This is an optimization exercise on Yosys and OpenROAD, whose aim is small area and a short achievable clock period, not a production implementation.
The RTL was checked by simulation tests, not by an equivalence proof against the original design.
Power is estimated from default activity; no workload was simulated.

Design conv_top, start of the top module:
module conv_top (
	input  logic    clk,
	input  logic    rst_n,
	input  logic    filter_valid,
	input  logic    image_valid,
	input  conv_pkg::sample_t in_data,
	output logic    out_valid,
	output conv_pkg::result_t out_data
);
	localparam int COL_LAT = 3;
	localparam int ROW_LAT = 2;
	logic [conv_pkg::TAPS-1:0][1:0] bt_one, bt_two, bt_neg;
	conv_pkg::sample_t [conv_pkg::TAPS-1:0] col_taps;
	logic       res_flag;
	conv_pkg::sample_t [conv_pkg::TAPS-1:0] col_pix;
	conv_pkg::sample_t [conv_pkg::TAPS-1:0] col_pix_d;
	conv_pkg::col_sum_t cs;
	logic [COL_LAT+ROW_LAT-1:0] res_pipe;
	filter_tap_loader u_filter_tap_loader (
		.clk          (clk),
		.filter_valid (filter_valid),
		.in_data      (in_data),
		.bt_one       (bt_one),
		.bt_two       (bt_two),
		.bt_neg       (bt_neg),
		.col_taps     (col_taps)
	);
	row_result_store u_row_result_store (
		.clk         (clk),
		.rst_n       (rst_n),
		.image_valid (image_valid),
		.in_data     (in_data),
		.res_flag    (res_flag),
		.col_pix     (col_pix),
		.col_pix_d   (col_pix_d)
	);
	vertical_filter u_vertical_filter (
		.clk       (clk),
		.col_pix   (col_pix),
		.col_pix_d (col_pix_d),
		.col_taps  (col_taps),
		.cs        (cs)
	);
	horizontal_filter u_horizontal_filter (
		.clk       (clk),
		.cs        (cs),
		.bt_one    (bt_one),
  ...
clock: 4.5 ns
lec_check: 0
abc_clock_period_in_ps: 2050
cap_margin: 20
core_margin: 2
core_utilization: 40
cts_buf_list: sky130_fd_sc_hd__clkbuf_16
cts_cluster_diameter: 150
cts_cluster_size: 25
setup_slack_margin: 2.55
slew_margin: 20
synth_hierarchical: 1
run.sh (not shown) runs the stock make flow with config.mk's settings and CLKGATE_MAP_FILE= SYNTH_SCRIPT=/design/flow/synth_recipe.tcl, a recipe that flattens the netlist after the stock synthesis.
The starting point ran to the end with no violations.
Rerun with:
--- a/flow/config.mk
+++ b/flow/config.mk
@@ -15 +15 @@
-export SETUP_SLACK_MARGIN = 2.55
+export SETUP_SLACK_MARGIN = 2.75
Effect: The new run ran to the end with no violations; via count grows by 2.6%; die area is unchanged; count of clock-buffer cells in the layout stays the same.
Rerun with:
--- a/flow/config.mk
+++ b/flow/config.mk
@@ -15 +15 @@
-export SETUP_SLACK_MARGIN = 2.75
+export SETUP_SLACK_MARGIN = 2.5
What happened:
- The changed run ran to the end with no violations
- sequential share of layout area went up by 3.5 points
- total power went down by about 8%
- flip-flop and latch count does not change
- wire length went down by about 4.7%
- clock-buffer cell count stays the same

========
Starting RTL as in the previous note.
// conv_top
module conv_top (
	input  logic    clk,
	input  logic    rst_n,
	input  logic    filter_valid,
	input  logic    image_valid,
	input  conv_pkg::sample_t in_data,
	output logic    out_valid,
	output conv_pkg::result_t out_data
);
Settings: LEC_CHECK=0, ABC_CLOCK_PERIOD_IN_PS=2050, CAP_MARGIN=20, CORE_MARGIN=2, CORE_UTILIZATION=40, CTS_BUF_LIST=sky130_fd_sc_hd__clkbuf_16, CTS_CLUSTER_DIAMETER=150, CTS_CLUSTER_SIZE=25, SETUP_SLACK_MARGIN=2.6, SLEW_MARGIN=20, SYNTH_HIERARCHICAL=1; clock period 4.5 ns.
Rerun with:
SETUP_SLACK_MARGIN = 2.65   (was 2.6)
Effect:
- die area does not change
- critical path depth stays the same
- worst hold slack degrades by 0.0043 ns

========
Setup of run 4:
Another version of the RTL of conv_top (not shown whole).
## conv_top
module conv_top (
	input  logic    clk,
	input  logic    rst_n,
	input  logic    filter_valid,
	input  logic    image_valid,
	input  conv_pkg::sample_t in_data,
	output logic    out_valid,
	output conv_pkg::result_t out_data
);
	localparam int COL_LAT = 3;
	localparam int ROW_LAT = 3;
	conv_pkg::sample_t [conv_pkg::TAPS-1:0] row_taps;
	conv_pkg::sample_t [conv_pkg::TAPS-1:0] col_taps;
	logic       res_flag;
	conv_pkg::sample_t [conv_pkg::TAPS-1:0] col_pix;
	conv_pkg::col_sum_t cs;
	logic [COL_LAT+ROW_LAT-1:0] res_pipe;
	filter_tap_loader u_filter_tap_loader (
		.clk          (clk),
		.filter_valid (filter_valid),
		.in_data      (in_data),
		.row_taps     (row_taps),
		.col_taps     (col_taps)
	);
	row_result_store u_row_result_store (
		.clk         (clk),
		.rst_n       (rst_n),
		.image_valid (image_valid),
		.in_data     (in_data),
		.res_flag    (res_flag),
		.col_pix     (col_pix)
	);
	vertical_filter u_vertical_filter (
		.clk       (clk),
		.col_pix   (col_pix),
		.col_taps  (col_taps),
		.cs        (cs)
	);
	horizontal_filter u_horizontal_filter (
		.clk       (clk),
		.cs        (cs),
		.row_taps  (row_taps),
		.out_data  (out_data)
	);
	always_ff @(posedge clk or negedge rst_n) begin
		if (!rst_n) begin
			res_pipe <= '0;
		end else begin
			res_pipe <= {res_pipe[COL_LAT+ROW_LAT-2:0], res_flag};
		end
	end
	assign out_valid = res_pipe[COL_LAT+ROW_LAT-1];
endmodule
Settings: LEC_CHECK=0, ABC_CLOCK_PERIOD_IN_PS=2300, CAP_MARGIN=20, CORE_MARGIN=2, CORE_UTILIZATION=40, CTS_BUF_LIST=sky130_fd_sc_hd__clkbuf_16, CTS_CLUSTER_DIAMETER=120, CTS_CLUSTER_SIZE=30, PLACE_DENSITY=0.75, SETUP_SLACK_MARGIN=2.2, SLEW_MARGIN=20, SYNTH_HIERARCHICAL=1; clock period 4.5 ns.
Edits applied to the flow inputs when going from run 4 to run 5:
# run 4
export LEC_CHECK = 0
export ABC_CLOCK_PERIOD_IN_PS = 2300
export CAP_MARGIN = 20
export CORE_MARGIN = 2
export CORE_UTILIZATION = 40
export CTS_BUF_LIST = sky130_fd_sc_hd__clkbuf_16
export CTS_CLUSTER_DIAMETER = 120
export CTS_CLUSTER_SIZE = 30
export PLACE_DENSITY = 0.75
export SETUP_SLACK_MARGIN = 2.2
export SLEW_MARGIN = 20
export SYNTH_HIERARCHICAL = 1
create_clock -name core_clock -period 4.5 [get_ports {clk}]
# run 5
export LEC_CHECK = 0
export ABC_CLOCK_PERIOD_IN_PS = 2300
export CAP_MARGIN = 20
export CORE_MARGIN = 2
export CORE_UTILIZATION = 40
export CTS_BUF_LIST = sky130_fd_sc_hd__clkbuf_16
export CTS_CLUSTER_DIAMETER = 150
export CTS_CLUSTER_SIZE = 25
export SETUP_SLACK_MARGIN = 2.2
export SLEW_MARGIN = 20
export SYNTH_HIERARCHICAL = 1
create_clock -name core_clock -period 4.5 [get_ports {clk}]
Notes after the runs:
Looking at the reports, run 5 completed the entire flow and the layout it produced met the timing, DRC and antenna checks. Worst hold slack across run 4 and run 5: no real change. Against run 4, first-iteration DRC count in run 5 came out better. Run 5 against run 4: combinational power shows a reduction of about 2%, total via count after detailed routing saw a decrease, final wirelength grew by 0.50%. Run 5 vs. run 4: signed area change from the synthesized netlist to the final layout saw a decrease, total design power saw a decrease.

-- static timing again, ports no longer ideal --
The flow's constraints put no driver on any port. The routed layouts listed below were extracted and timed again, unchanged, in two steps. Step 1, drivers: a clkbuf_16 drives clk and a buf_2 each remaining input, both assumed. Step 2, shift: input delay + t, output delay - t, t = (earliest + latest rising clock arrival at the registers) / 2. This alone moves slack from input paths to output paths. Three values: no drivers, after step 1, after step 2; two values: the first two.
run | shift t [ns] | setup WS [ns] | worst hold slack (ns) | worst data-port slew with drivers (ns) | pins driven straight from the clock port
the first run of note 1 | 0.599 | 2.541 / 2.492 / 1.998 | 0.338 / 0.338 / 0.338 | 0.03 | 1
the second run of note 1 | 0.598 | 2.535 / 2.490 / 2.081 | 0.338 / 0.338 / 0.338 | 0.04 | 1
the third run of note 1 | 0.601 | 2.541 / 2.506 / 1.965 | 0.338 / 0.338 / 0.338 | 0.03 | 1
the first run of note 2 | 0.595 | 2.532 / 2.480 / 2.043 | 0.342 / 0.342 / 0.342 | 0.03 | 1
the second run of note 2 | 0.598 | 2.553 / 2.503 / 2.089 | 0.338 / 0.338 / 0.338 | 0.04 | 1
run 4 | 0.578 | 2.236 / 2.188 / 1.736 | 0.337 / 0.337 / 0.337 | 0.03 | 1
run 5 | 0.595 | 2.241 / 2.241 / 1.753 | 0.335 / 0.335 / 0.335 | 0.03 | 1
After both steps setup and hold are still met in every run listed. The setup slack of the third run of note 1, which loses most, moves by -0.035 ns with the drivers and by -0.576 ns with both steps.
